This is an optimization exercise on Yosys and OpenROAD, whose aim is small area and a short achievable clock period, not a production implementation. At most, simulation tests tie the RTL to the original design; equivalence was not proved. For runs 4 and 7, only the layout was checked, not whether the RTL still works. The clock port is modelled as an ideal driver; clocking choices that lean on that would not hold on a real chip.

### flow/flow/run.sh
#!/bin/bash
# The standard layout with three changes:
#  - the smallest buffer on the ports instead of a delay buffer;
#  - a clock tree under a strong root buffer, without dummy loads;
#  - half adder cells and the stronger sizes of logic cells left out, so that
#    synthesis maps half adders to gates (the design's half adders mostly need
#    inverted inputs or outputs) and uses the smallest cells; every path has
#    plenty of time at the design's period.
set -euo pipefail
export BUFFER_PORTS_ARGS="-buffer_cell sky130_fd_sc_hd__buf_1"
export CTS_ARGS="-sink_clustering_enable -repair_clock_nets -root_buf sky130_fd_sc_hd__clkbuf_16 -buf_list sky130_fd_sc_hd__clkbuf_4 -dont_use_dummy_load"
# The platform's own don't-use list, plus the half adders
plat_du=$(sed -n '/^export DONT_USE_CELLS += \\/,/^#/p' "$FLOW_HOME/platforms/$FLOW_PLATFORM/config.mk" \
          | grep -v '^#' | grep -v 'export' | tr -d '\\' | tr -s ' \n' ' ')
# Logic cells of drive 2 and up; buffers, inverters and flip-flops keep theirs
lib="$FLOW_HOME/platforms/$FLOW_PLATFORM/lib/sky130_fd_sc_hd__tt_025C_1v80.lib"
big=$(grep -oE 'cell *\( *"?sky130_fd_sc_hd__[a-z0-9_]+_(2|4|6|8|12|16)"? *\)' "$lib" | grep -oE 'sky130_fd_sc_hd__[a-z0-9_]+' \
      | grep -vE 'clkbuf|buf_|clkinv|inv_|dfrtp|dfxtp|dlygate|clkdly|fill|decap|tap|conb|diode|einv|ebuf|probe|lpflow|bufbuf|bufinv|clkinvlp' | tr '\n' ' ')
du="$plat_du sky130_fd_sc_hd__ha_1 $big"
echo "DONT_USE_CELLS=$du" > dont_use.log
bash standard.sh "DONT_USE_CELLS=$du" finish > standard.log 2>&1
### flow/standard.sh
#!/bin/bash
# synth_recipe.tcl (not shown) runs the flow's synth.tcl, then flattens the netlist and writes it again
# the make line also repeats each setting of config.mk as NAME=value (left out here)
make -C /OpenROAD-flow-scripts/flow DESIGN_CONFIG=/design/flow/config.mk WORK_HOME=/design/flow/orfs CLKGATE_MAP_FILE= SYNTH_SCRIPT=/design/flow/synth_recipe.tcl "${@:-finish}"
### flow/config.mk
export PLATFORM = sky130hd
export DESIGN_NAME = adc_mul
export DESIGN_NICKNAME = adc_mul
export VERILOG_FILES = /design/flow/design.v
export SDC_FILE = /design/flow/constraint.sdc
export NUM_CORES = 4
export LEC_CHECK = 0
export ABC_AREA = 1
export CAP_MARGIN = 20
export CORE_MARGIN = 2
export CORE_UTILIZATION = 70
export CTS_BUF_LIST = sky130_fd_sc_hd__clkbuf_8
export SLEW_MARGIN = 20
export SYNTH_HIERARCHICAL = 1
export SYNTH_MINIMUM_KEEP_SIZE = 0
### flow/constraint.sdc
create_clock -name core_clock -period 110.0 [get_ports {clk_i}]
set_input_delay 22.0000 -clock core_clock [delete_from_list [all_inputs] [get_ports {clk_i}]]
set_output_delay 22.0000 -clock core_clock [all_outputs]
set_load 0.01 [all_outputs]
### flow/design.v
`timescale 1ns/1ps
module adc_fa (
    input  logic a_i,
    input  logic b_i,
    input  logic c_i,
    output logic s_o,
    output logic c_o
);
    assign s_o = a_i ^ b_i ^ c_i;
    assign c_o = (a_i & b_i) | (c_i & (a_i ^ b_i));
endmodule
module adc_mul (
    input  logic        clk_i,
    input  logic        rst_i,
    input  logic [11:0] x_i,
    input  logic [9:0]  y_i,
    input  logic [9:0]  z_i,
    output logic [11:0] fp_o             
);
    localparam int KA = 2;
    localparam int KB = 5;
    localparam int KC = 12 - KA - KB;
    localparam int YK = 9;
    logic [11:0] x_q;
    logic [9:0]  y_q;
    logic [9:0]  z_q;
    logic [3:0]  vld_q;                  
    always_ff @(posedge clk_i) begin
        x_q <= x_i;
        y_q <= y_i;
        z_q <= z_i;
    end
    always_ff @(posedge clk_i or posedge rst_i) begin
        if (rst_i) begin
            vld_q <= '0;
        end else begin
            vld_q <= {vld_q[2:0], 1'b1};
        end
    end
    logic [12:0] nacc [0:9];             
    logic [21:0] nprod;                  
    assign nacc[0] = {1'b1, ~(x_q & {12{y_q[0]}})};
    for (genvar r = 1; r < 10; r++) begin : g_row
        logic [11:0] na;
        logic [11:0] nb;
        assign na = nacc[r-1][12:1];
        assign nb = ~(x_q & {12{y_q[r]}});
        for (genvar i = 0; i < 12; i++) begin : g_bit
            logic nc;                    
            if (i == 0) begin : g_half
                assign nacc[r][0] = ~(na[0] ^ nb[0]);
                assign nc         = na[0] | nb[0];
            end else if (r == 1 && i == 11) begin : g_top
                assign nacc[r][i] = ~(nb[i] ^ g_bit[i-1].nc);
                assign nc         = nb[i] | g_bit[i-1].nc;
            end else begin : g_full
                adc_fa i_fa (.a_i(na[i]), .b_i(nb[i]), .c_i(g_bit[i-1].nc), .s_o(nacc[r][i]), .c_o(nc));
            end
        end
        assign nacc[r][12] = g_bit[11].nc;
    end
    for (genvar r = 0; r < 10; r++) begin : g_prod
        assign nprod[r] = nacc[r][0];
    end
    assign nprod[21:10] = nacc[9][12:1];
    logic [9:0] zd;
    assign zd = {z_q[9:1], z_q[0] | (z_q == '0)};
    for (genvar i = 0; i < 10; i++) begin : g_ge
        logic c;                         
        if (i == 0) begin : g_first
            assign c = ~nprod[12] | ~z_q[0];
        end else begin : g_next
            assign c = (~nprod[12+i] & ~z_q[i]) | (g_ge[i-1].c & (~nprod[12+i] | ~z_q[i]));
        end
    end
    logic [9:0] z_n8, z_n4, z_n2, z_odd, zon;
    assign z_n8  = (z_q[7:0]  == '0) ? (z_q  >> 8) : z_q;
    assign z_n4  = (z_n8[3:0] == '0) ? (z_n8 >> 4) : z_n8;
    assign z_n2  = (z_n4[1:0] == '0) ? (z_n4 >> 2) : z_n4;
    assign z_odd = {(z_n2[0] == '0) ? z_n2[9:1] >> 1 : z_n2[9:1], 1'b1};
    assign zon   = ~z_odd;
    logic [9:0] ymod_a [0:YK-1];         
    for (genvar k = 0; k < YK; k++) begin : g_ymod_a
        logic [k:0] t;
        logic [k:0] diff;
        if (k == 0) begin : g_first
            assign t = y_q[9];
        end else begin : g_next
            assign t = {ymod_a[k-1][k-1:0], y_q[9-k]};
        end
        for (genvar i = 0; i <= k; i++) begin : g_bit
            logic c;                     
            if (i == 0) begin : g_first
                assign diff[0] = ~(t[0] ^ zon[0]);
                assign c       = t[0] | zon[0];
            end else begin : g_next
                adc_fa i_fa (.a_i(t[i]), .b_i(zon[i]), .c_i(g_bit[i-1].c), .s_o(diff[i]), .c_o(c));
            end
        end
        assign ymod_a[k] = {{(9-k){1'b0}}, (g_bit[k].c && (z_odd[9:k+1] == '0)) ? diff : t};
    end
    logic [9:0]  nrem_a [0:KA];
    logic [11:0] nlq_a  [0:KA];          
    assign nrem_a[0] = nprod[21:12];
    assign nlq_a[0]  = nprod[11:0];
    for (genvar k = 0; k < KA; k++) begin : g_stp_a
        logic [10:0] nt;
        logic [9:0]  ndiff;
        logic        nq;
        assign nt = {nrem_a[k], nlq_a[k][11]};
        for (genvar i = 0; i < 10; i++) begin : g_bit
            logic nc;                    
            if (i == 0) begin : g_first
                assign ndiff[0] = nt[0] ^ zd[0];
                assign nc       = nt[0] & zd[0];
            end else begin : g_next
                adc_fa i_fa (.a_i(nt[i]), .b_i(zd[i]), .c_i(g_bit[i-1].nc), .s_o(ndiff[i]), .c_o(nc));
            end
        end
        assign nq          = g_bit[9].nc & nt[10];
        assign nrem_a[k+1] = nq ? nt[9:0] : ndiff;
        assign nlq_a[k+1]  = {nlq_a[k][10:0], nq};
    end
    logic [9:0] y_last;
    logic       y_div;                   
    assign y_last = {ymod_a[8][8:0], y_q[0]};
    assign y_div  = (y_last == '0) || (y_last == z_odd);
    logic       x_nz;
    assign x_nz = (x_q != '0);
    logic [9:0]  nrem_a_q;
    logic [11:0] nlq_a_q;
    logic [9:0]  zd_a_q;
    logic        sat_a_q;                
    logic        d_a_q;                  
    always_ff @(posedge clk_i) begin
        nrem_a_q <= nrem_a[KA];
        nlq_a_q  <= nlq_a[KA];
        zd_a_q   <= zd;
        sat_a_q <= g_ge[9].c && x_nz && (y_q != '0);
        d_a_q    <= !y_div && x_nz;
    end
    logic [9:0]  nrem_b [0:KB];
    logic [11:0] nlq_b  [0:KB];
    assign nrem_b[0] = nrem_a_q;
    assign nlq_b[0]  = nlq_a_q;
    for (genvar k = 0; k < KB; k++) begin : g_stp_b
        logic [10:0] nt;
        logic [9:0]  ndiff;
        logic        nq;
        assign nt = {nrem_b[k], nlq_b[k][11]};
        for (genvar i = 0; i < 10; i++) begin : g_bit
            logic nc;
            if (i == 0) begin : g_first
                assign ndiff[0] = nt[0] ^ zd_a_q[0];
                assign nc       = nt[0] & zd_a_q[0];
            end else begin : g_next
                adc_fa i_fa (.a_i(nt[i]), .b_i(zd_a_q[i]), .c_i(g_bit[i-1].nc), .s_o(ndiff[i]), .c_o(nc));
            end
        end
        assign nq          = g_bit[9].nc & nt[10];
        assign nrem_b[k+1] = nq ? nt[9:0] : ndiff;
        assign nlq_b[k+1]  = {nlq_b[k][10:0], nq};
    end
    logic [9:0]  nrem_b_q;
    logic [11:0] nlq_b_q;
    logic [9:0]  zd_b_q;
    logic        sat_b_q;
    logic        d_b_q;                  
    always_ff @(posedge clk_i) begin
        nrem_b_q <= nrem_b[KB];
        nlq_b_q  <= nlq_b[KB];
        zd_b_q   <= zd_a_q;
        sat_b_q <= sat_a_q;
        d_b_q    <= d_a_q;
    end
    logic [9:0]  nrem_c [0:KC-1];
    logic [11:0] nlq_c  [0:KC-1];
    assign nrem_c[0] = nrem_b_q;
    assign nlq_c[0]  = nlq_b_q;
    for (genvar k = 0; k < KC; k++) begin : g_stp_c
        logic [10:0] nt;
        logic [9:0]  ndiff;
        logic        nq;
        assign nt = {nrem_c[k], nlq_c[k][11]};
        for (genvar i = 0; i < 10; i++) begin : g_bit
            logic nc;
            if (i == 0) begin : g_first
                assign ndiff[0] = nt[0] ^ zd_b_q[0];
                assign nc       = nt[0] & zd_b_q[0];
            end else begin : g_next
                adc_fa i_fa (.a_i(nt[i]), .b_i(zd_b_q[i]), .c_i(g_bit[i-1].nc), .s_o(ndiff[i]), .c_o(nc));
            end
        end
        assign nq = g_bit[9].nc & nt[10];
        if (k < KC - 1) begin : g_next
            assign nrem_c[k+1] = nq ? nt[9:0] : ndiff;
            assign nlq_c[k+1]  = {nlq_c[k][10:0], nq};
        end
    end
    logic [11:0] quot_q;
    logic        sat_q;
    logic        dec_q;                  
    always_ff @(posedge clk_i) begin
        quot_q <= ~{nlq_c[KC-1][10:0], g_stp_c[KC-1].nq};
        sat_q  <= sat_b_q;
        dec_q  <= d_b_q && ((g_stp_c[KC-1].ndiff == '1) || (g_stp_c[KC-1].nt == '1));
    end
    logic [11:0] res;
    for (genvar i = 0; i < 12; i++) begin : g_dec
        if (i == 0) begin : g_first
            assign res[i] = vld_q[3] && (sat_q || (quot_q[i] ^ dec_q));
        end else begin : g_next
            assign res[i] = vld_q[3] && (sat_q || (quot_q[i] ^ (dec_q && (quot_q[i-1:0] == '0))));
        end
    end
    always_ff @(posedge clk_i or posedge rst_i) begin
        if (rst_i) begin
            fp_o <= '0;
        end else begin
            fp_o <= res;
        end
    end
endmodule
==> results by group, run 1 <==
Cells and area
  – Layout cells sized above 1: 1.33%
  – Flip-flop and latch area: 2680 µm²
  – Nets: 1633
  – Footprint of the multi-input gates: 8390 µm²
  – Post-route cell area: 12100 µm²
  – Area grow syn2layout: 3.42%
  – Ant diodes: 0
  – Fillers: 1303

Logic synthesis
  – Number of flops mapped to enable cells by yosys: 0
  – Largest family of logic cells by synthesized area: adder cells
  – Post-Synthesis Cells: 1339
  – Mux share of post-synthesis cell area: 0.193%
  – Fraction of the mapped netlist area in compound gates: 4.27%
  – Synthesis Warnings: 23
  – Area share of fa/ha/maj cells after synthesis: 41.6%
  – Netlist cell types: 35
  – Mean cell area of the mapped netlist: 8.72 µm²
  – Sequential fraction of the synthesis area: 23.0%
  – Primary FF master, synth: dfxtp_1
  – Seq cells post-synth: 130
  – Xor/xnor share of the synthesized area: 1.13%
  – Synth Area in Simple Gates: 24.7%
  – Syn_nets: 1615
  – Post-Synthesis Cell Area: 11700 µm²
  – Asr flop ratio synth: 12.3%

Critical path
  – Startpoint Class: flip-flop
  – Max incr delay on CP: 0.38 ns
  – Worst EP arrival: 0.87 ns
  – R2R cell count: 88
  – Crit. End Element: output pin
  – WP data required: 88.00 ns
  – FF-to-FF End: d_a_q
  – Crit path from: fp_o[9]
  – Top Family by Delay on Critical Path: flip-flops
  – WP buf/inv: 1
  – RR Startpoint: z_q[3]
  – CP max FO: 1
  – Critical-path cell list: buf_1
  – Critical-path top delay cell: dfrtp_1
  – Worst setup path class: reg -> out
  – Reg-to-reg slack, setup: 87.45 ns

Floorplanning
  – Die area: 17700 µm²
  – Area of the core: 16500 µm²
  – Die height: 133 µm
  – I/O pin count: 46
  – Die width: 133 µm
  – Row count: 47
  – Initial Util: 70.9%

Detailed routing
  – Via count: 8663
  – Drt total wl: 23000 µm
  – # DRC: 0
  – Routed len/inst: 14.6 µm
  – Final ANT Viol Nets: 0
  – Avg Vias per Cell: 5.50
  – Detailed Routing Iterations Pass 1: 7
  – Starting DRC count in detailed routing: 374

Placed design
  – Place WS: 87.50 ns
  – Post-place instance area: 11900 µm²
  – Gpl congestion: 0.888
  – DP HPWL: 19000 µm
  – I/O Buffers: 45

STA
  – Setup TNS: 0 ns
  – RSZ-0062 raised after global routing: false
  – Final hold violations: 0
  – Final period util: 20.8%
  – Fmax: 0.0437 GHz
  – Minimum clock period: 22.87 ns
  – Final setup violation count: 0
  – Worst Max-Slew Pin Slew: 0.722 ns
  – Final Max Tran Viols: 0
  – PnR worst setup slack: 87.13 ns
  – Final Skew: 0.0505 ns
  – Slew headroom: 51.7%

Clock network
  – Worst skew pair latency: 0.38 ns
  – Post-CTS Setup Bufs: 0
  – Hold-fix buffers at CTS: 0
  – CTS tree: yes
  – Clock-pin slew on the worst setup and hold paths: 0.12 ns
  – Num CTS Buffers: 17
  – CTS root buf: clkbuf_16
  – CTS H-tree depth: 4
  – Maximum clock path buffer count: 2
  – # clock sinks: 130
  – Cells resized by post-CTS repair: 0

Job
  – Max-Cap Viols: 0

Global route
  – Vias in the first global route: 8758
  – First-pass GRT wire length: 40400 µm
  – Gr ovfl total: 0
  – Initial antenna violation count: 0
  – Tot GR Track Use: 28.5%
  – Largest net degree at the start of global routing: 18

Worst hold path
  – Hold Crit Class: reg -> reg
  – Worst hold path startpoint: nlq_a_q[2]
  – Depth of the worst hold-timing path: 0
  – Hold Crit Endpoint: nlq_b_q[7]

Run status
  – Status: timing/DRC/antenna clean
-- through the flow --
stage                     instances  hold slack [ns]  utilization, %
after floorplan                1339            0.310               -
after global placement         1558            0.311            72.4
after detailed placement       1558            0.314            72.4
after CTS                      1575            0.286            73.3
after global routing           1575            0.278            73.3
final                          1575            0.287            73.3
-- layout make-up --
class                           instances  area share (%)
Multi-Input combinational cell       1054            69.5
Sequential cell                       130            22.2
Tap cell                              220            2.28
Inverter                              108            3.36
Clock buffer                           17            1.20
Timing Repair Buffer                   46            1.46
-- worst max path at each step --
stage / slack (ns) / to / cells past startpoint
2_1_floorplan: 87.62 / fp_o[0] / 0
6_report: 87.13 / fp_o[9] / 1
3_3_place_gp: 87.52 / fp_o[0] / 2
3_5_place_dp: 87.50 / fp_o[0] / 2
5_1_grt: 86.04 / d_a_q / 88
4_1_cts: 87.10 / fp_o[10] / 1
-- synth_stat cells, types with 3 or more instances --
library cell	instances	area, µm²
buf_2	5	25.0
or2_1	28	175
nor2_1	77	289
a31oi_1	35	219
nand3_1	64	320
o21ai_0	25	125
dfxtp_1	114	2280
nand2_1	508	1910
clkbuf_1	38	143
inv_1	104	390
a21oi_1	16	80.1
nor3_1	4	20.0
and2_1	10	62.6
xnor2_1	12	105
nand4_1	7	43.8
dfrtp_1	16	400
clkinv_1	4	15.0
nand3b_1	3	22.5
o22ai_1	3	18.8
fa_1	242	4840
nor4_1	5	31.3
xor2_1	3	26.3
-- registers in the layout, indices dropped and copies added, names as in the netlist --
signal,cells
sat_b_q,1
sat_a_q,1
d_b_q,1
dec_q,1
zd_b_q,10
nlq_a_q,12
y_q,10
zd_a_q,10
nlq_b_q,12
fp_o,12
nrem_a_q,10
z_q,10
quot_q,12
x_q,12
vld_q,4
nrem_b_q,10
d_a_q,1
sat_q,1
-- cell usage in the layout (no fill, tap or decap), drive strengths merged, types with 2 or more instances in the layout --
| cell | synthesis | routed |
|---|---|---|
| a21o | 2 | 2 |
| a21oi | 16 | 16 |
| a31oi | 35 | 35 |
| and2 | 10 | 10 |
| buf | 9 | 46 |
| clkbuf | 38 | 17 |
| clkinv | 4 | 4 |
| dfrtp | 16 | 16 |
| dfxtp | 114 | 114 |
| fa | 242 | 242 |
| inv | 104 | 104 |
| mux2 | 2 | 2 |
| nand2 | 508 | 508 |
| nand3 | 64 | 64 |
| nand3b | 3 | 3 |
| nand4 | 7 | 7 |
| nor2 | 77 | 77 |
| nor3 | 4 | 4 |
| nor4 | 5 | 5 |
| o21ai | 25 | 25 |
| o22ai | 3 | 3 |
| or2 | 28 | 28 |
| xnor2 | 12 | 12 |
| xor2 | 3 | 3 |
-- Yosys stat by module, one instance, submodules excluded --
module | area [µm²] | flip-flops and latches | cells inside
adc_mul | 6830 | 130 | 1097
adc_fa | 20.0 | 0 | 1
-- logic make-up (layout without fill, tap and decap cells) --
logic type | after synthesis | count (layout)
and+or+nand+nor | 707 | 707
adders and majority gates | 243 | 243
buffers and inverters | 155 | 171
DFF | 130 | 130
AOI/OAI and AO/OA | 86 | 86
xor gates and xnor gates | 15 | 15
muxes | 2 | 2
other | 1 | 1
-- layer usage --
layer	up-vias	share of wire (%)	GRT usage, %
li1	4147	-	-
met3	41	4.2	4.34
met5	-	0	0
met4	0	2.0	8.87
met2	234	52	50.3
met1	4241	42	37.0
==> run 2, diff against run 1 <==
--- a/flow/flow/run.sh
+++ b/flow/flow/run.sh
@@ -1,7 +1,9 @@
 #!/bin/bash
-# The standard layout with three changes:
+# The standard layout with these changes:
 #  - the smallest buffer on the ports instead of a delay buffer;
-#  - a clock tree under a strong root buffer, without dummy loads;
+#  - a clock tree of small leaf buffers under a strong root buffer, without
+#    dummy loads; leaves that drive many flip-flops are upsized after CTS
+#    (flow/post_cts.tcl);
 #  - half adder cells and the stronger sizes of logic cells left out, so that
 #    synthesis maps half adders to gates (the design's half adders mostly need
 #    inverted inputs or outputs) and uses the smallest cells; every path has
@@ -9,6 +11,7 @@
 set -euo pipefail
 export BUFFER_PORTS_ARGS="-buffer_cell sky130_fd_sc_hd__buf_1"
 export CTS_ARGS="-sink_clustering_enable -repair_clock_nets -root_buf sky130_fd_sc_hd__clkbuf_16 -buf_list sky130_fd_sc_hd__clkbuf_4 -dont_use_dummy_load"
+export POST_CTS_TCL="$PWD/flow/post_cts.tcl"
 # The platform's own don't-use list, plus the half adders
 plat_du=$(sed -n '/^export DONT_USE_CELLS += \\/,/^#/p' "$FLOW_HOME/platforms/$FLOW_PLATFORM/config.mk" \
           | grep -v '^#' | grep -v 'export' | tr -d '\\' | tr -s ' \n' ' ')
==> flow/flow/post_cts.tcl (new file) <==
set block [ord::get_db_block]
set big_master [[ord::get_db] findMaster sky130_fd_sc_hd__clkbuf_8]
set n_up 0
foreach inst [$block getInsts] {
  if { [[$inst getMaster] getName] ne "sky130_fd_sc_hd__clkbuf_4" } {
    continue
  }
  set out [$inst findITerm X]
  set net [$out getNet]
  if { $net eq "NULL" } {
    continue
  }
  set sinks [expr { [llength [$net getITerms]] - 1 }]
  if { $sinks > 10 } {
    $inst swapMaster $big_master
    incr n_up
  }
}
puts "post_cts: upsized $n_up clock leaf buffers"
detailed_placement
check_placement -verbose
==> run 2 against run 1 <==
Against the previous run:
- non-clock buffer count stayed put
- sequential share of layout area hardly changed
- register-to-register slack hardly changed
- cell count stayed put
- highest routed layer unchanged
==> results by group, run 2 <==
STA
  – Fmax: 0.0438 GHz
  – Hold slack final: 0.324 ns
  – PnR worst setup slack: 87.14 ns
  – Final setup violation count: 0
  – Slew headroom: 51.4%
  – Final period util: 20.8%
  – Final Max Tran Viols: 0
  – Worst Max-Slew Pin Slew: 0.726 ns
  – Minimum clock period: 22.86 ns
  – Final hold violations: 0
  – RSZ-0062 raised after global routing: false
  – Final Skew: 0.0381 ns
  – Setup TNS: 0 ns

Logic synthesis
  – Largest family of logic cells by synthesized area: adder cells
  – Top area cells in the synthesized netlist: fa_1 (42%), dfxtp_1 (20%), nand2_1 (16%)
  – Mux share of post-synthesis cell area: 0.193%
  – Asr flop ratio synth: 12.3%
  – Primary FF master, synth: dfxtp_1
  – Sequential fraction of the synthesis area: 23.0%
  – Post-synth top area cell: fa_1
  – Fraction of the mapped netlist area in compound gates: 4.27%
  – Seq cells post-synth: 130
  – Netlist cell types: 35
  – List of most frequent post-synthesis cells: nand2_1 (508), fa_1 (242), dfxtp_1 (114)
  – Syn_nets: 1615
  – Number of flops mapped to enable cells by yosys: 0
  – Area share of fa/ha/maj cells after synthesis: 41.6%
  – Yosys top cell area share: 41.5%
  – Post-Synthesis Cells: 1339
  – Synthesis Warnings: 23
  – Synth Area in Simple Gates: 24.7%
  – Mean cell area of the mapped netlist: 8.72 µm²
  – Xor/xnor share of the synthesized area: 1.13%
  – Post-Synthesis Cell Area: 11700 µm²
  – Cell with the most instances after synthesis: nand2_1

Placed design
  – I/O Buffers: 45
  – Place WS: 87.50 ns
  – DP HPWL: 19000 µm
  – Gpl congestion: 0.888
  – Post-place instance area: 11900 µm²

Critical path
  – Worst EP arrival: 0.86 ns
  – Critical-path top delay cell: dfrtp_1
  – WP data required: 88.00 ns
  – CP max FO: 1
  – Crit. End Element: output pin
  – Startpoint Class: flip-flop
  – Critical-path cell list: buf_1
  – Top Family by Delay on Critical Path: flip-flops
  – Max incr delay on CP: 0.37 ns
  – WP buf/inv: 1
  – Worst setup path class: reg -> out

Cells and area
  – Post-route cell area: 12100 µm²
  – Nets: 1633
  – Commonest non-fill, non-tap cell in the layout: nand2_1
  – Fillers: 1301
  – Most frequent cells in the layout: nand2_1 (508), fa_1 (242), dfxtp_1 (114)
  – Area grow syn2layout: 3.58%
  – Ant diodes: 0
  – Flip-flop and latch area: 2680 µm²
  – Layout cells sized above 1: 1.33%
  – Footprint of the multi-input gates: 8390 µm²
  – Finished Core Util: 73.4%

Detailed routing
  – # DRC: 0
  – Detailed Routing Iterations Pass 1: 5
  – Final ANT Viol Nets: 0
  – Via count: 8668
  – Starting DRC count in detailed routing: 401
  – Avg Vias per Cell: 5.50
  – Routed len/inst: 14.6 µm
  – Drt total wl: 23000 µm

Floorplanning
  – Die height: 133 µm
  – Row count: 47
  – I/O pin count: 46
  – Initial Util: 70.9%
  – Die width: 133 µm
  – Area of the core: 16500 µm²
  – Die area: 17700 µm²

Clock network
  – Worst skew pair latency: 0.37 ns
  – CTS tree: yes
  – # clock sinks: 130
  – Clock-pin slew on the worst setup and hold paths: 0.10 ns

Run status
  – Status: timing/DRC/antenna clean

Global route
  – GR Util met2: 50.4%
  – Vias in the first global route: 8753
  – Grt met1 use: 37.0%
  – Largest net degree at the start of global routing: 18
  – GR peak layer: met2
  – Initial antenna violation count: 0
  – Gr ovfl total: 0
  – Tot GR Track Use: 28.5%
  – First-pass GRT wire length: 40400 µm
  – Met3 usage: 4.30%

Job
  – Max-Cap Viols: 0

Worst hold path
  – Hold Crit Class: reg -> reg
[run 2: changes by cell type in the layout (fill, tap and decap cells not counted)]
cell	previous run	this run
clkbuf_4	16	13
clkbuf_8	0	3
[run 2: worst reg2reg max path, delay by kind of cell (launching register included)]
kind            cells  cell delay (ns)
flops               1             0.44
simple gates       42             5.91
compound gates      2             0.34
buf+inv             4             0.51
xor+xnor            4             0.78
fa+ha+maj          36            14.34
[run 2: worst paths after layout]
path,from,to,slack (ns),cells past startpoint
setup / recovery,fp_o[6],fp_o[6],87.14,1
setup reg to reg,z_q[3],d_a_q,87.44,88
hold reg to reg,nlq_a_q[2],nlq_b_q[7],0.32,0
min in group asynchronous,rst_i,fp_o[6],21.66,2
max in group asynchronous,rst_i,fp_o[1],87.90,2
hold / removal,nlq_a_q[2],nlq_b_q[7],0.32,0
[run 2: area by class of cell]
class,instances,area share (%)
Timing Repair Buffer,46,1.46
Inverter,108,3.35
Clock buffer,17,1.36
Multi-Input combinational cell,1054,69.4
Tap cell,220,2.28
Sequential cell,130,22.2
[run 2: per-module statistics from Yosys (local to each module, per instance)]
| module | copies in the design | cells inside | cell area [µm²] | flops+latches |
|---|---|---|---|---|
| adc_mul | 1 | 1097 | 6830 | 130 |
| adc_fa | 242 | 1 | 20.0 | 0 |
[run 2: per-stage QoR]
stage / std cells
2_1_floorplan: 1339
3_3_place_gp: 1558
3_5_place_dp: 1558
5_1_grt: 1575
6_report: 1575
[run 2: logic make-up (layout without fill, tap and decap cells)]
group,Yosys count,in the layout
buffers and inverters,155,171
and+or+nand+nor,707,707
DFF,130,130
xor gates and xnor gates,15,15
muxes,2,2
other,1,1
AOI/OAI and AO/OA,86,86
adders and majority gates,243,243
[run 2: layer usage]
metal	up-vias	share of wire, %
met1	4227	42
met3	41	4.7
met5	-	0
met4	0	1.9
li1	4144	-
met2	256	52
==> run 3, diff against run 2 <==
--- a/flow/flow/run.sh
+++ b/flow/flow/run.sh
@@ -7,7 +7,10 @@
 #  - half adder cells and the stronger sizes of logic cells left out, so that
 #    synthesis maps half adders to gates (the design's half adders mostly need
 #    inverted inputs or outputs) and uses the smallest cells; every path has
-#    plenty of time at the design's period.
+#    plenty of time at the design's period;
+#  - an area-oriented ABC script for the gate mapping (flow/abc_area.script,
+#    used with ABC_AREA 1): ORFS's scripts are copied into the work folder
+#    and that one file replaced.
 set -euo pipefail
 export BUFFER_PORTS_ARGS="-buffer_cell sky130_fd_sc_hd__buf_1"
 export CTS_ARGS="-sink_clustering_enable -repair_clock_nets -root_buf sky130_fd_sc_hd__clkbuf_16 -buf_list sky130_fd_sc_hd__clkbuf_4 -dont_use_dummy_load"
@@ -21,4 +24,7 @@
       | grep -vE 'clkbuf|buf_|clkinv|inv_|dfrtp|dfxtp|dlygate|clkdly|fill|decap|tap|conb|diode|einv|ebuf|probe|lpflow|bufbuf|bufinv|clkinvlp' | tr '\n' ' ')
 du="$plat_du sky130_fd_sc_hd__ha_1 $big"
 echo "DONT_USE_CELLS=$du" > dont_use.log
-bash standard.sh "DONT_USE_CELLS=$du" finish > standard.log 2>&1
+rm -rf scripts_local
+cp -r "$FLOW_HOME/scripts" scripts_local
+cp flow/abc_area.script scripts_local/abc_area.script
+bash standard.sh "DONT_USE_CELLS=$du" "SCRIPTS_DIR=$PWD/scripts_local" finish > standard.log 2>&1
==> flow/flow/abc_area.script (new file) <==
strash
dch
map -a
topo
stime -c
buffer -c
upsize -c
dnsize -c
==> run 3 against run 2 <==
Against the previous run:
- cell area down 3.5%
- clock skew is 0.0088 ns lower
- sequential cell count did not move
- core utilization rose by 0.57 points
- critical endpoint is now d_a_q
==> results by group, run 3 <==
Global route
  – Tot GR Track Use: 27.5%
  – Initial antenna violation count: 0
  – Gr ovfl total: 0
  – Vias in the first global route: 7786
  – First-pass GRT wire length: 36200 µm
  – Largest net degree at the start of global routing: 18

Floorplanning
  – Die width: 131 µm
  – I/O pin count: 46
  – Die height: 131 µm
  – Row count: 46
  – Area of the core: 15800 µm²
  – Die area: 17000 µm²
  – Initial Util: 71.1%

Critical path
  – Critical-path top delay cell: a21oi_1
  – Worst EP arrival: 23.17 ns
  – CP most frequent cell: fa_1
  – WP data required: 110.24 ns
  – Max incr delay on CP: 0.47 ns
  – Crit. End Element: flip-flop
  – Worst setup path class: reg -> reg
  – CP max FO: 10
  – Startpoint Class: flip-flop

Logic synthesis
  – Mean cell area of the mapped netlist: 9.66 µm²
  – Post-synth top area cell: fa_1
  – Sequential fraction of the synthesis area: 23.9%
  – Seq cells post-synth: 130
  – Yosys top cell area share: 43.2%
  – List of most frequent post-synthesis cells: nand2_1 (347), fa_1 (242), dfxtp_1 (114)
  – Netlist cell types: 38
  – Post-Synthesis Cell Area: 11200 µm²
  – Syn_nets: 1436
  – Synthesis Warnings: 23
  – Top area cells in the synthesized netlist: fa_1 (43%), dfxtp_1 (20%), nand2_1 (12%)
  – Cell with the most instances after synthesis: nand2_1
  – Asr flop ratio synth: 12.3%
  – Primary FF master, synth: dfxtp_1
  – Number of flops mapped to enable cells by yosys: 0
  – Post-Synthesis Cells: 1160

Detailed routing
  – Drt total wl: 20500 µm
  – # DRC: 0
  – Routed len/inst: 14.6 µm
  – Detailed Routing Iterations Pass 1: 5
  – Starting DRC count in detailed routing: 365
  – Via count: 7562
  – Avg Vias per Cell: 5.41
  – Final ANT Viol Nets: 0

STA
  – Slew headroom: 27.1%
  – Final Skew: 0.0293 ns
  – Setup TNS: 0 ns
  – Final period util: 20.8%
  – Minimum clock period: 22.93 ns
  – Final Max Tran Viols: 0
  – Final hold violations: 0
  – Fmax: 0.0436 GHz
  – RSZ-0062 raised after global routing: false
  – Final setup violation count: 0
  – Worst Max-Slew Pin Slew: 1.07 ns

Cells and area
  – Ant diodes: 0
  – Flip-flop and latch area: 2680 µm²
  – Layout cells sized above 1: 2.12%
  – Area grow syn2layout: 4.15%
  – Footprint of the multi-input gates: 8030 µm²
  – Nets: 1460
  – Most frequent cells in the layout: nand2_1 (347), fa_1 (242), dfxtp_1 (114)
  – Fillers: 1224
  – Finished Core Util: 74.0%
  – Commonest non-fill, non-tap cell in the layout: nand2_1

Job
  – Max-Cap Viols: 0

Clock network
  – Worst skew pair latency: 0.37 ns
  – Clock-pin slew on the worst setup and hold paths: 0.09 ns
  – # clock sinks: 130
  – CTS tree: yes

Placed design
  – I/O Buffers: 45
  – DP HPWL: 17200 µm
  – Gpl congestion: 0.873

Run status
  – Status: timing/DRC/antenna clean

Worst hold path
  – Hold Crit Class: reg -> reg
-- run 3: modules after synthesis (local to each module, per instance) --
module / copies in the design / cells inside / area, µm²
adc_mul: 1 / 918 / 6360
adc_fa: 242 / 1 / 20.0
-- run 3: stage by stage --
stage,hold slack (ns),cells,area [µm²],setup WS [ns]
after global routing,0.318,1398,11700,85.29
final,0.319,1398,11700,87.07
after detailed placement,0.312,1381,11500,87.00
after global placement,0.310,1381,11500,87.44
after floorplan,0.310,1160,11200,87.62
-- run 3: cell type report --
cell class / instances / share of cell area (%)
Tap cell: 216 / 2.32
Multi-Input combinational cell: 899 / 68.8
Clock buffer: 17 / 1.46
Inverter: 88 / 2.83
Timing Repair Buffer: 48 / 1.64
Sequential cell: 130 / 23.0
-- run 3: logic make-up (layout without fill, tap and decap cells) --
kind of cell / count (synthesis) / after routing / share of synthesized area, %
simple gates: 473 / 473 / 16.9
buf+inv: 131 / 153 / 4.43
compound gates: 126 / 126 / 6.38
mux: 32 / 32 / 3.15
xor+xnor: 23 / 23 / 1.80
flops: 130 / 130 / 23.9
other cells: 1 / 1 / 0.0335
fa+ha+maj: 244 / 244 / 43.4
-- run 3: worst paths after layout --
kind	start	end	slack, ns	cells after the start
setup / recovery	z_q[4]	d_a_q	87.07	83
hold / removal	sat_b_q	sat_q	0.32	0
setup reg to reg	z_q[4]	d_a_q	87.07	83
hold reg to reg	sat_b_q	sat_q	0.32	0
max in group asynchronous	rst_i	fp_o[4]	87.91	2
min in group asynchronous	rst_i	fp_o[10]	21.68	2
-- run 3: layer usage --
layer | vias up | wire (µm) | global-route usage (%) | part of all wire (%)
li1 | 3665 | - | - | -
met1 | 3720 | 8380 | 34.1 | 41
met2 | 149 | 10900 | 49.8 | 53
met3 | 28 | 688 | 4.48 | 3.4
met4 | 0 | 470 | 8.82 | 2.3
met5 | - | 0 | 0 | 0
-- run 3: critical path, delay by kind of cell (launching register included) --
family | cells | cell delay [ns]
xor+xnor | 8 | 1.27
fa+ha+maj | 36 | 14.45
compound gates | 13 | 2.34
simple gates | 16 | 2.94
mux | 1 | 0.28
flops | 1 | 0.41
buf+inv | 9 | 1.06
==> run 4, diff against run 3 <==
--- a/flow/design.v
+++ b/flow/design.v
@@ -21,6 +21,7 @@
     localparam int KB = 5;
     localparam int KC = 12 - KA - KB;
     localparam int YK = 9;
+    localparam int YF = 7;
     logic [11:0] x_q;
     logic [9:0]  y_q;
     logic [9:0]  z_q;
@@ -88,16 +89,25 @@
         end else begin : g_next
             assign t = {ymod_a[k-1][k-1:0], y_q[9-k]};
         end
+        logic fits;
         for (genvar i = 0; i <= k; i++) begin : g_bit
             logic c;                     
             if (i == 0) begin : g_first
                 assign diff[0] = ~(t[0] ^ zon[0]);
                 assign c       = t[0] | zon[0];
-            end else begin : g_next
+            end else if (k < YF) begin : g_fa
                 adc_fa i_fa (.a_i(t[i]), .b_i(zon[i]), .c_i(g_bit[i-1].c), .s_o(diff[i]), .c_o(c));
-            end
-        end
-        assign ymod_a[k] = {{(9-k){1'b0}}, (g_bit[k].c && (z_odd[9:k+1] == '0)) ? diff : t};
+            end else begin : g_fast
+                assign c       = (t[i] & zon[i]) | (g_bit[i-1].c & (t[i] | zon[i]));
+                assign diff[i] = t[i] ^ (fits & (zon[i] ^ g_bit[i-1].c));
+            end
+        end
+        assign fits = g_bit[k].c && (z_odd[9:k+1] == '0);
+        if (k < YF) begin : g_sel
+            assign ymod_a[k] = {{(9-k){1'b0}}, fits ? diff : t};
+        end else begin : g_flip
+            assign ymod_a[k] = {{(9-k){1'b0}}, diff[k:1], fits ? diff[0] : t[0]};
+        end
     end
     logic [9:0]  nrem_a [0:KA];
     logic [11:0] nlq_a  [0:KA];          
--- a/flow/flow/run.sh
+++ b/flow/flow/run.sh
@@ -8,7 +8,7 @@
 #    synthesis maps half adders to gates (the design's half adders mostly need
 #    inverted inputs or outputs) and uses the smallest cells; every path has
 #    plenty of time at the design's period;
-#  - an area-oriented ABC script for the gate mapping (flow/abc_area.script,
+#  - an area-oriented ABC script (amap) for the gate mapping (flow/abc_area.script,
 #    used with ABC_AREA 1): ORFS's scripts are copied into the work folder
 #    and that one file replaced.
 set -euo pipefail
==> flow/flow/abc_area.script (replaced) <==
strash
dch
amap
topo
stime -c
buffer -c
upsize -c
dnsize -c
==> run 4 against run 3 <==
Against the previous run:
- wire length rose by 6.8%
- synthesized cell count is 7.0% lower
- synthesized area down 2.8%
- critical path depth fell by 17
- sequential share of layout area grew 0.64 points
- critical path type unchanged
==> results by group, run 4 <==
Cells and area
  – Flip-flop and latch area: 2680 µm²
  – Ant diodes: 0
  – Fillers: 1140
  – Most frequent cells in the layout: fa_1 (227), nand2_1 (183), dfxtp_1 (114)
  – Area grow syn2layout: 4.23%
  – Fin cells: 1298
  – Commonest non-fill, non-tap cell in the layout: fa_1
  – Footprint of the multi-input gates: 7610 µm²
  – Layout cells sized above 1: 3.60%
  – Nets: 1373

Global route
  – Tot GR Track Use: 29.6%
  – GR Util met2: 53.7%
  – Grt met1 use: 36.6%
  – Vias in the first global route: 8017
  – Met3 usage: 4.74%
  – Largest net degree at the start of global routing: 19
  – GR peak layer: met2
  – Initial antenna violation count: 0
  – Gr ovfl total: 0
  – First-pass GRT wire length: 38100 µm

Logic synthesis
  – Post-Synthesis Cell Area: 10900 µm²
  – Yosys top cell area share: 41.7%
  – Synthesis Warnings: 23
  – Number of flops mapped to enable cells by yosys: 0
  – Top area cells in the synthesized netlist: fa_1 (42%), dfxtp_1 (21%), nand2_1 (6.3%)
  – Seq cells post-synth: 130
  – Primary FF master, synth: dfxtp_1
  – Cell with the most instances after synthesis: fa_1
  – Mean cell area of the mapped netlist: 10.1 µm²
  – Post-synth top area cell: fa_1
  – Asr flop ratio synth: 12.3%
  – Post-Synthesis Cells: 1079
  – Sequential fraction of the synthesis area: 24.6%
  – List of most frequent post-synthesis cells: fa_1 (227), nand2_1 (183), dfxtp_1 (114)
  – Syn_nets: 1340
  – Netlist cell types: 46

STA
  – Final Max Tran Viols: 0
  – Fmax: 0.0420 GHz
  – Worst Max-Slew Pin Slew: 0.956 ns
  – Slew headroom: 36.2%
  – RSZ-0062 raised after global routing: false
  – Final period util: 21.7%
  – Final Skew: 0.0293 ns
  – Final hold violations: 0
  – Minimum clock period: 23.82 ns
  – Final setup violation count: 0
  – Setup TNS: 0 ns

Detailed routing
  – Drt total wl: 21800 µm
  – Starting DRC count in detailed routing: 448
  – Via count: 7848
  – Final ANT Viol Nets: 0
  – Routed len/inst: 16.8 µm
  – # DRC: 0
  – Avg Vias per Cell: 6.05
  – Detailed Routing Iterations Pass 1: 5

Job
  – Max-Cap Viols: 0

Floorplanning
  – I/O pin count: 46
  – Die width: 129 µm
  – Initial Util: 71.7%
  – Area of the core: 15200 µm²
  – Die height: 129 µm
  – Die area: 16600 µm²
  – Row count: 45

Critical path
  – CP max FO: 12
  – Startpoint Class: flip-flop
  – Critical-path top delay cell: clkinv_1
  – WP data required: 110.28 ns
  – Worst EP arrival: 24.10 ns
  – Max incr delay on CP: 0.54 ns
  – CP most frequent cell: fa_1
  – Worst setup path class: reg -> reg
  – Crit. End Element: flip-flop

Clock network
  – Worst skew pair latency: 0.36 ns
  – # clock sinks: 130
  – CTS tree: yes
  – Clock-pin slew on the worst setup and hold paths: 0.09 ns

Placed design
  – Placed Instances: 1280
  – I/O Buffers: 45
  – DP HPWL: 18100 µm
  – Gpl congestion: 0.872

Run status
  – Status: timing/DRC/antenna clean

Worst hold path
  – Hold Crit Class: reg -> reg
-- run 4: changes by cell type after synthesis, sizes merged, moves of 16 or more --
| cell | before | now |
|---|---|---|
| o21ai | 28 | 58 |
| xor2 | 18 | 0 |
| a31oi | 32 | 13 |
| o22ai | 4 | 53 |
| a21oi | 49 | 33 |
| a22o | 1 | 53 |
| mux2 | 26 | 0 |
| nand2 | 347 | 183 |
-- run 4: routing by layer --
layer  vias up  part of all wire, %
met5         -                    0
met2       231                   53
met1      3896                   40
met3        42                  4.3
li1       3679                    -
met4         0                  1.9
-- run 4: path summary, 6_finish.rpt --
| check | end | cells after the start | slack (ns) | from |
|---|---|---|---|---|
| setup / recovery | dec_q | 66 | 86.18 | zd_b_q[0] |
| hold / removal | sat_q | 0 | 0.31 | sat_b_q |
| setup reg to reg | dec_q | 66 | 86.18 | zd_b_q[0] |
| hold reg to reg | sat_q | 0 | 0.31 | sat_b_q |
| max in group asynchronous | fp_o[4] | 2 | 87.97 | rst_i |
| min in group asynchronous | fp_o[1] | 2 | 21.65 | rst_i |
-- run 4: cells by family after synthesis --
kind of cell	Yosys count	share of synthesized area [%]
other	1	0.0344
DFF	130	24.6
and+or+nand+nor	315	12.2
buffers and inverters	149	5.55
AOI/OAI and AO/OA	257	15.9
adders and majority gates	227	41.7
-- run 4: per-module statistics from Yosys, one instance, submodules excluded --
module | cells inside | area, µm² | flops+latches
adc_mul | 852 | 6350 | 130
adc_fa | 1 | 20.0 | 0
-- run 4: worst max-delay path: cells and delay by family, from the launching register on --
family	cells	cell delay [ns]
adder cells (fa/ha/maj)	45	18.06
AO/OA/AOI/OAI	9	2.11
buffers and inverters	6	2.06
AND/OR/NAND/NOR	6	1.16
flip-flops	1	0.31
-- run 4: per-stage QoR --
stage                     setup WS [ns]  instance area [µm²]  hold slack, ns  utilization (%)
after global routing              84.98                11400           0.314             74.7
final                             86.18                11400           0.307             74.7
after detailed placement          86.52                11200           0.314             73.6
after global placement            86.91                11200           0.310             73.6
after floorplan                   87.62                10900           0.310                -
-- run 4: cell type report --
class,count,area share [%]
Multi-Input combinational cell,800,67.0
Clock buffer,17,1.44
Sequential cell,130,23.6
Timing Repair Buffer,55,2.13
Tap cell,188,2.07
Inverter,108,3.74
==> run 5, diff against run 4 <==
--- a/flow/design.v
+++ b/flow/design.v
@@ -21,7 +21,7 @@
     localparam int KB = 5;
     localparam int KC = 12 - KA - KB;
     localparam int YK = 9;
-    localparam int YF = 7;
+    localparam int YF = 8;
     logic [11:0] x_q;
     logic [9:0]  y_q;
     logic [9:0]  z_q;
==> run 5 against run 4 <==
Against the previous run:
- synthesized cell count is 1.8% lower
- sequential cell count stayed put
- synthesized area hardly changed
- non-clock buffer count is 1 higher
- global-route usage decreased by 0.80 points
- clock skew is 0.019 ns higher
- sequential share of layout area about the same
- still clean on timing, DRC and antenna
==> results by group, run 5 <==
STA
  – Worst Max-Slew Pin Slew: 0.873 ns
  – Minimum clock period: 23.16 ns
  – Final hold violations: 0
  – Final Max Tran Viols: 0
  – Fmax: 0.0432 GHz
  – Final setup violation count: 0
  – Setup TNS: 0 ns
  – Final period util: 21.1%
  – PnR worst setup slack: 86.84 ns
  – Final Skew: 0.0487 ns
  – Hold slack final: 0.323 ns
  – RSZ-0062 raised after global routing: false
  – Slew headroom: 41.8%

Run status
  – Status: timing/DRC/antenna clean

Clock network
  – Clock-pin slew on the worst setup and hold paths: 0.10 ns
  – Worst skew pair latency: 0.37 ns
  – # clock sinks: 130
  – CTS tree: yes

Critical path
  – R2R cell count: 91
  – Top Family by Delay on Critical Path: adder cells
  – Levels on crit path: 91
  – Reg-to-reg slack, setup: 86.84 ns
  – WP data required: 110.23 ns
  – RR Startpoint: z_q[1]
  – Critical-path top delay cell: o21ai_1
  – Worst EP arrival: 23.39 ns
  – FF-to-FF End: d_a_q
  – Crit. End Element: flip-flop
  – Crit path from: z_q[1]
  – Worst setup path class: reg -> reg
  – CP most frequent cell: fa_1
  – Max incr delay on CP: 0.58 ns
  – WP buf/inv: 10
  – Setup crit end: d_a_q
  – Startpoint Class: flip-flop
  – CP max FO: 10

Detailed routing
  – Drt total wl: 21300 µm
  – Avg Vias per Cell: 6.09
  – Routed len/inst: 16.6 µm
  – Starting DRC count in detailed routing: 542
  – Via count: 7806
  – # DRC: 0
  – Detailed Routing Iterations Pass 1: 5
  – Final ANT Viol Nets: 0

Global route
  – Grt met1 use: 34.6%
  – Tot GR Track Use: 28.8%
  – Initial antenna violation count: 1
  – Vias in the first global route: 7899
  – GR peak layer: met2
  – First-pass GRT wire length: 36800 µm
  – GR Util met2: 50.7%
  – Gr ovfl total: 0
  – Met3 usage: 5.07%
  – Largest net degree at the start of global routing: 19

Cells and area
  – Layout cells sized above 1: 4.49%
  – Commonest non-fill, non-tap cell in the layout: fa_1
  – Footprint of the multi-input gates: 7610 µm²
  – Finished Core Util: 74.8%
  – Nets: 1362
  – Flip-flop and latch area: 2680 µm²
  – Most frequent cells in the layout: fa_1 (234), nand2_1 (179), dfxtp_1 (114)
  – Fillers: 1091
  – Fin cells: 1281
  – Area grow syn2layout: 4.46%

Placed design
  – I/O Buffers: 45
  – Placed Instances: 1262
  – Place WS: 87.20 ns
  – Gpl congestion: 0.892
  – DP HPWL: 17700 µm

Logic synthesis
  – Seq cells post-synth: 130
  – Top area cells in the synthesized netlist: fa_1 (43%), dfxtp_1 (21%), nand2_1 (6.2%)
  – Primary FF master, synth: dfxtp_1
  – List of most frequent post-synthesis cells: fa_1 (234), nand2_1 (179), dfxtp_1 (114)
  – Synthesis Warnings: 23
  – Sequential fraction of the synthesis area: 24.6%
  – Number of flops mapped to enable cells by yosys: 0
  – Cell with the most instances after synthesis: fa_1
  – Post-synth top area cell: fa_1
  – Asr flop ratio synth: 12.3%
  – Post-Synthesis Cells: 1060
  – Syn_nets: 1328
  – Post-Synthesis Cell Area: 10900 µm²
  – Mean cell area of the mapped netlist: 10.3 µm²
  – Yosys top cell area share: 43.0%
  – Netlist cell types: 46

Floorplanning
  – Die width: 129 µm
  – Initial Util: 71.6%
  – Die height: 129 µm
  – Row count: 45
  – Die area: 16600 µm²
  – I/O pin count: 46
  – Area of the core: 15200 µm²

Job
  – Max-Cap Viols: 0

Worst hold path
  – Hold Crit Class: reg -> reg
==> run 5: per-module statistics from Yosys (local to each module, per instance) <==
module,cell area [µm²],cells
adc_fa,20.0,1
adc_mul,6200,826
==> run 5: layout make-up <==
cell class / count / share of cell area [%]
diodes: 1 / 0.0220
clock buffers: 17 / 1.44
inverters: 109 / 3.76
multi-input cells: 780 / 66.9
flip-flops and latches: 130 / 23.6
well taps: 188 / 2.07
repair buffers: 56 / 2.21
==> run 5: worst reg2reg max path: cells and delay by family (launching register included) <==
family	cells	cell delay [ns]
AO/OA/AOI/OAI	28	5.97
adder cells (fa/ha/maj)	28	11.12
buffers and inverters	10	1.27
flip-flops	1	0.41
AND/OR/NAND/NOR	25	4.19
==> run 5: worst min path at each step <==
| stage | start | end | slack, ns | cells after the start |
|---|---|---|---|---|
| floorplan | d_a_q | d_b_q | 0.31 | 0 |
| global placement | sat_b_q | sat_q | 0.31 | 0 |
| detailed placement | nlq_a_q[0] | nlq_b_q[5] | 0.31 | 0 |
| global route | nlq_a_q[4] | nlq_b_q[9] | 0.33 | 0 |
| finish | nlq_a_q[3] | nlq_b_q[8] | 0.32 | 0 |
==> run 5: cells by family after synthesis <==
family	Yosys count	share of synthesized area [%]
compound gates	243	15.1
fa+ha+maj	234	43.0
buf+inv	150	5.47
flops	130	24.6
other cells	1	0.0345
simple gates	302	11.7
==> run 5: through the flow <==
step           instance area [µm²]
2_1_floorplan                10900
3_3_place_gp                 11200
3_5_place_dp                 11200
5_1_grt                      11400
6_report                     11400
==> run 5: routing by layer <==
metal	routed length [µm]	part of all wire, %	vias to the layer above
met4	825	3.9	0
met5	0	0	-
met3	1110	5.2	62
met1	8240	39	3921
met2	11100	52	230
li1	-	-	3593
==> run 6, diff against run 5 <==
--- a/flow/flow/run.sh
+++ b/flow/flow/run.sh
@@ -8,7 +8,7 @@
 #    synthesis maps half adders to gates (the design's half adders mostly need
 #    inverted inputs or outputs) and uses the smallest cells; every path has
 #    plenty of time at the design's period;
-#  - an area-oriented ABC script (amap) for the gate mapping (flow/abc_area.script,
+#  - an area-oriented ABC script for the gate mapping (flow/abc_area.script,
 #    used with ABC_AREA 1): ORFS's scripts are copied into the work folder
 #    and that one file replaced.
 set -euo pipefail
==> flow/flow/abc_area.script (replaced) <==
strash
dch
map -a
topo
stime -c
buffer -c
upsize -c
dnsize -c
==> run 6 against run 5 <==
Against the previous run:
- sequential cell count did not move
- largest cell class unchanged
- first-iteration DRC count fell by 48%
- critical path depth fell by 90
- core utilization fell by 0.90 points
- non-clock buffer count fell by 8
- maximum frequency rose by 1.3%
- clock-buffer cell count did not move
- still clean on timing, DRC and antenna
- clock skew fell by 0.011 ns
- wire length fell by 2.7%
==> results by group, run 6 <==
Run status
  – Status: timing/DRC/antenna clean

Detailed routing
  – Detailed Routing Iterations Pass 1: 5
  – Routed len/inst: 14.5 µm
  – Avg Vias per Cell: 5.48
  – # DRC: 0
  – Final ANT Viol Nets: 0
  – Starting DRC count in detailed routing: 282
  – Drt total wl: 20700 µm
  – Via count: 7806

Floorplanning
  – Die width: 131 µm
  – Die area: 17000 µm²
  – Row count: 46
  – Initial Util: 71.1%
  – Die height: 131 µm
  – Area of the core: 15800 µm²
  – I/O pin count: 46

Logic synthesis
  – Syn_nets: 1457
  – Yosys top cell area share: 41.8%
  – Seq cells post-synth: 130
  – List of most frequent post-synthesis cells: nand2_1 (361), fa_1 (234), dfxtp_1 (114)
  – Primary FF master, synth: dfxtp_1
  – Cell with the most instances after synthesis: nand2_1
  – Netlist cell types: 42
  – Asr flop ratio synth: 12.3%
  – Mean cell area of the mapped netlist: 9.43 µm²
  – Post-Synthesis Cells: 1189
  – Sequential fraction of the synthesis area: 23.9%
  – Synthesis Warnings: 23
  – Number of flops mapped to enable cells by yosys: 0
  – Top area cells in the synthesized netlist: fa_1 (42%), dfxtp_1 (20%), nand2_1 (12%)
  – Post-synth top area cell: fa_1
  – Post-Synthesis Cell Area: 11200 µm²

STA
  – Slew headroom: 48.1%
  – Final setup violation count: 0
  – Fmax: 0.0437 GHz
  – Worst Max-Slew Pin Slew: 0.778 ns
  – Final hold violations: 0
  – RSZ-0062 raised after global routing: false
  – Final Max Tran Viols: 0
  – Minimum clock period: 22.86 ns
  – Final period util: 20.8%
  – Final Skew: 0.0380 ns
  – Setup TNS: 0 ns

Cells and area
  – Area grow syn2layout: 3.93%
  – Most frequent cells in the layout: nand2_1 (361), fa_1 (234), dfxtp_1 (114)
  – Fin cells: 1425
  – Flip-flop and latch area: 2680 µm²
  – Fillers: 1229
  – Commonest non-fill, non-tap cell in the layout: nand2_1
  – Ant diodes: 0
  – Nets: 1479
  – Layout cells sized above 1: 1.99%
  – Footprint of the multi-input gates: 8020 µm²

Critical path
  – Worst EP arrival: 0.86 ns
  – Critical-path cell list: buf_1
  – Critical-path top delay cell: dfrtp_1
  – WP buf/inv: 1
  – Crit. End Element: output pin
  – Worst setup path class: reg -> out
  – Top Family by Delay on Critical Path: flip-flops
  – Startpoint Class: flip-flop
  – WP data required: 88.00 ns
  – Max incr delay on CP: 0.37 ns
  – CP max FO: 1

Clock network
  – Clock-pin slew on the worst setup and hold paths: 0.10 ns
  – # clock sinks: 130
  – CTS tree: yes
  – Worst skew pair latency: 0.38 ns

Global route
  – Initial antenna violation count: 0
  – Largest net degree at the start of global routing: 21
  – Tot GR Track Use: 27.5%
  – First-pass GRT wire length: 36300 µm
  – Vias in the first global route: 7891
  – Gr ovfl total: 0

Placed design
  – Gpl congestion: 0.864
  – Placed Instances: 1408
  – I/O Buffers: 45
  – DP HPWL: 17100 µm

Job
  – Max-Cap Viols: 0

Worst hold path
  – Hold Crit Class: reg -> reg
run 6: modules after synthesis (local to each module, per instance):
module,cell area [µm²],cells inside,times used,flip-flops and latches
adc_mul,6530,955,1,130
adc_fa,20.0,1,234,0
run 6: path summary, 6_finish.rpt:
kind | slack (ns) | from | cells past startpoint | endpoint
setup reg to reg | 87.34 | zd_a_q[0] | 67 | nrem_b_q[2]
min in group asynchronous | 21.65 | rst_i | 2 | fp_o[7]
hold reg to reg | 0.32 | sat_a_q | 0 | sat_b_q
max in group asynchronous | 87.93 | rst_i | 2 | fp_o[0]
setup / recovery | 87.14 | fp_o[5] | 1 | fp_o[5]
hold / removal | 0.32 | sat_a_q | 0 | sat_b_q
run 6: layout make-up:
type                    count  area share, %
clock buffers              17           1.41
inverters                  87           2.80
multi-input cells         927           68.8
flip-flops and latches    130           23.0
well taps                 216           2.32
repair buffers             48           1.64
run 6: kinds of logic (layout without fill, tap and decap cells):
| family | Yosys count | count (layout) | synth area share, % |
|---|---|---|---|
| buffers and inverters | 132 | 152 | 4.56 |
| flip-flops | 130 | 130 | 23.9 |
| adder cells (fa/ha/maj) | 237 | 237 | 42.0 |
| AO/OA/AOI/OAI | 136 | 136 | 7.14 |
| multiplexers | 17 | 17 | 1.67 |
| XOR/XNOR | 33 | 33 | 2.58 |
| AND/OR/NAND/NOR | 503 | 503 | 18.0 |
| other | 1 | 1 | 0.0334 |
run 6: routing by layer:
metal	share of wire (%)	wire (µm)	vias up	track usage [%]
met5	0	0	-	0
met4	2.3	469	0	9.57
met3	3.7	756	29	3.91
met2	52	10800	150	49.6
met1	42	8650	3861	34.3
li1	-	-	3766	-
run 6: metrics by stage:
stage / worst slack [ns] / utilization (%) / hold WS (ns) / cell area (µm²)
after global placement: 87.51 / 72.8 / 0.310 / 11500
after global routing: 86.19 / 73.9 / 0.318 / 11700
after detailed placement: 87.51 / 72.8 / 0.312 / 11500
final: 87.14 / 73.9 / 0.316 / 11700
after floorplan: 87.62 / - / 0.310 / 11200
==> run 7, diff against run 6 <==
--- a/flow/design.v
+++ b/flow/design.v
@@ -21,7 +21,7 @@
     localparam int KB = 5;
     localparam int KC = 12 - KA - KB;
     localparam int YK = 9;
-    localparam int YF = 8;
+    localparam int YF = 6;
     logic [11:0] x_q;
     logic [9:0]  y_q;
     logic [9:0]  z_q;
@@ -78,7 +78,7 @@
     assign z_n8  = (z_q[7:0]  == '0) ? (z_q  >> 8) : z_q;
     assign z_n4  = (z_n8[3:0] == '0) ? (z_n8 >> 4) : z_n8;
     assign z_n2  = (z_n4[1:0] == '0) ? (z_n4 >> 2) : z_n4;
-    assign z_odd = {(z_n2[0] == '0) ? z_n2[9:1] >> 1 : z_n2[9:1], 1'b1};
+    assign z_odd = (z_n2[0]   == '0) ? (z_n2 >> 1) : z_n2;
     assign zon   = ~z_odd;
     logic [9:0] ymod_a [0:YK-1];         
     for (genvar k = 0; k < YK; k++) begin : g_ymod_a
==> flow/flow/run.sh (replaced) <==
#!/bin/bash
# The standard layout, with the smallest buffer on the ports instead of a delay
# buffer, and no dummy loads on the clock tree.
set -euo pipefail
export BUFFER_PORTS_ARGS="-buffer_cell sky130_fd_sc_hd__buf_1"
export CTS_ARGS="-sink_clustering_enable -repair_clock_nets -buf_list sky130_fd_sc_hd__clkbuf_8 -dont_use_dummy_load"
bash standard.sh > standard.log 2>&1
removed: flow/flow/abc_area.script
removed: flow/flow/post_cts.tcl
==> run 7 against run 6 <==
Against the previous run:
- still clean
- cell area is 14% higher
- first-iteration DRC count is 78% higher
- critical endpoint is now fp_o[0]
==> results by group, run 7 <==
Run status
  – Status: timing/DRC/antenna clean

Logic synthesis
  – Area share of fa/ha/maj cells after synthesis: 37.8%
  – Top area cells in the synthesized netlist: fa_1 (35%), dfxtp_1 (18%), nand2_1 (18%)
  – Seq cells post-synth: 130
  – Mean cell area of the mapped netlist: 8.34 µm²
  – Sequential fraction of the synthesis area: 21.0%
  – Post-Synthesis Cells: 1528
  – Post-synth top area cell: fa_1
  – Asr flop ratio synth: 12.3%
  – Cell with the most instances after synthesis: nand2_1
  – Fraction of the mapped netlist area in compound gates: 3.23%
  – Xor/xnor share of the synthesized area: 1.23%
  – Netlist cell types: 56
  – Number of flops mapped to enable cells by yosys: 0
  – List of most frequent post-synthesis cells: nand2_1 (595), fa_1 (221), inv_1 (152)
  – Synthesis Warnings: 23
  – Synth Area in Simple Gates: 29.8%
  – Primary FF master, synth: dfxtp_1
  – Mux share of post-synthesis cell area: 0.255%
  – Syn_nets: 1815
  – Post-Synthesis Cell Area: 12800 µm²
  – Yosys top cell area share: 34.7%
  – Largest family of logic cells by synthesized area: adder cells

Critical path
  – Crit. End Element: output pin
  – Critical-path cell list: buf_1
  – Startpoint Class: flip-flop
  – Top Family by Delay on Critical Path: flip-flops
  – Worst setup path class: reg -> out
  – WP buf/inv: 1
  – WP data required: 88.00 ns
  – CP max FO: 1
  – Critical-path top delay cell: dfrtp_1
  – Worst EP arrival: 0.94 ns
  – Reg-to-reg slack, setup: 87.10 ns
  – Max incr delay on CP: 0.37 ns

Placed design
  – Gpl congestion: 0.924
  – Post-place instance area: 13000 µm²
  – Place WS: 87.47 ns
  – Placed Instances: 1756
  – DP HPWL: 21900 µm
  – I/O Buffers: 45

Detailed routing
  – # DRC: 0
  – Detailed Routing Iterations Pass 1: 5
  – Avg Vias per Cell: 5.55
  – Drt total wl: 26500 µm
  – Starting DRC count in detailed routing: 501
  – Routed len/inst: 15.0 µm
  – Via count: 9846
  – Final ANT Viol Nets: 0

STA
  – Final Max Tran Viols: 0
  – Final setup violation count: 0
  – Worst Max-Slew Pin Slew: 0.761 ns
  – PnR worst setup slack: 87.06 ns
  – Final period util: 20.9%
  – Final Skew: 0.0479 ns
  – RSZ-0062 raised after global routing: false
  – Fmax: 0.0436 GHz
  – Slew headroom: 48.9%
  – Hold slack final: 0.309 ns
  – Minimum clock period: 22.94 ns
  – Final hold violations: 0
  – Setup TNS: 0 ns

Cells and area
  – Nets: 1833
  – Commonest non-fill, non-tap cell in the layout: nand2_1
  – Most frequent cells in the layout: nand2_1 (595), fa_1 (221), inv_1 (152)
  – Area grow syn2layout: 3.83%
  – Layout cells sized above 1: 6.54%
  – Ant diodes: 0
  – Post-route cell area: 13200 µm²
  – Fin cells: 1773

Floorplanning
  – Initial Util: 71.2%
  – Die height: 139 µm
  – I/O pin count: 46
  – Die area: 19300 µm²
  – Row count: 49
  – Area of the core: 17900 µm²
  – Die width: 139 µm

Clock network
  – CTS tree: yes
  – Num CTS Buffers: 17
  – Hold-fix buffers at CTS: 0
  – Worst skew pair latency: 0.45 ns
  – CTS root buf: clkbuf_8
  – Maximum clock path buffer count: 2
  – Post-CTS Setup Bufs: 0
  – # clock sinks: 130
  – CTS H-tree depth: 4
  – Clock-pin slew on the worst setup and hold paths: 0.10 ns
  – Cells resized by post-CTS repair: 0

Job
  – Max-Cap Viols: 0

Global route
  – Gr ovfl total: 0
  – First-pass GRT wire length: 45900 µm
  – Tot GR Track Use: 29.4%
  – Vias in the first global route: 9842
  – Largest net degree at the start of global routing: 20
  – Initial antenna violation count: 0

Worst hold path
  – Hold Crit Class: reg -> reg
[run 7: metal layers]
layer | routed length (µm) | global-route usage [%] | vias to the layer above
met5 | 0 | 0 | -
met4 | 638 | 9.46 | 0
met3 | 1200 | 5.39 | 55
met2 | 13500 | 51.7 | 242
met1 | 11200 | 37.3 | 4803
li1 | - | - | 4746
[run 7: modules after synthesis, one instance, submodules excluded]
module	copies in the design	area (µm²)	flops+latches	cells
adc_mul	1	8330	130	1307
adc_fa	221	20.0	0	1
[run 7: path summary, 6_finish.rpt]
kind / cells past startpoint / to / startpoint
worst max-delay path: 1 / fp_o[0] / fp_o[0]
worst min register to register: 0 / nlq_b_q[5] / nlq_a_q[0]
worst min-delay path: 0 / nlq_b_q[5] / nlq_a_q[0]
worst max register to register: 63 / dec_q / zd_b_q[0]
max in group asynchronous: 2 / fp_o[2] / rst_i
min in group asynchronous: 2 / vld_q[1] / rst_i
[run 7: final cells by class]
type | instances | area, µm²
Clock buffer | 17 | 234
Fill cell | 1393 | 4660
Inverter | 167 | 632
Multi-Input combinational cell | 1185 | 9240
Sequential cell | 130 | 2680
Tap cell | 229 | 287
Timing Repair Buffer | 45 | 169
[run 7: logic make-up after synthesis]
group | after synthesis
fa+ha+maj | 253
buf+inv | 213
flops | 130
mux | 3
simple gates | 847
other cells | 1
xor+xnor | 17
compound gates | 64
[run 7: stage by stage]
| stage | util, % |
|---|---|
| after detailed placement | 72.6 |
| after global placement | 72.6 |
| after floorplan | - |
| final | 74.0 |
| after global routing | 74.0 |
| after CTS | 73.9 |

port drivers added, routing unchanged:
How much do the figures lean on ideal ports? The routed layouts below were timed once more, with nothing changed but the port constraints.
Step 1 assumes that a clkbuf_16 drives the clock port and a buf_2 every other input.
Step 2 also shifts input and output timing later by t, the mid clock arrival at the registers, as if the neighbouring blocks saw the same clock.
Three values: no drivers, after step 1, after step 2; two values: the first two.
run | t (ns) | setup slack, ns | worst setup path at the end
run 1 | 0.396 | 87.127 / 87.081 / 87.450 | register to register
run 2 | 0.394 | 87.144 / 87.098 / 87.436 | register to register
run 3 | 0.400 | 87.075 / 87.075 / 87.075 | register to register
run 4 | 0.390 | 86.182 / 86.182 / 86.182 | register to register
run 5 | 0.388 | 86.845 / 86.845 / 86.845 | register to register
run 6 | 0.404 | 87.137 / 87.091 / 87.342 | register to register
run 7 | 0.471 | 87.058 / 87.017 / 87.098 | register to register
After both steps setup and hold are still met in every run listed.
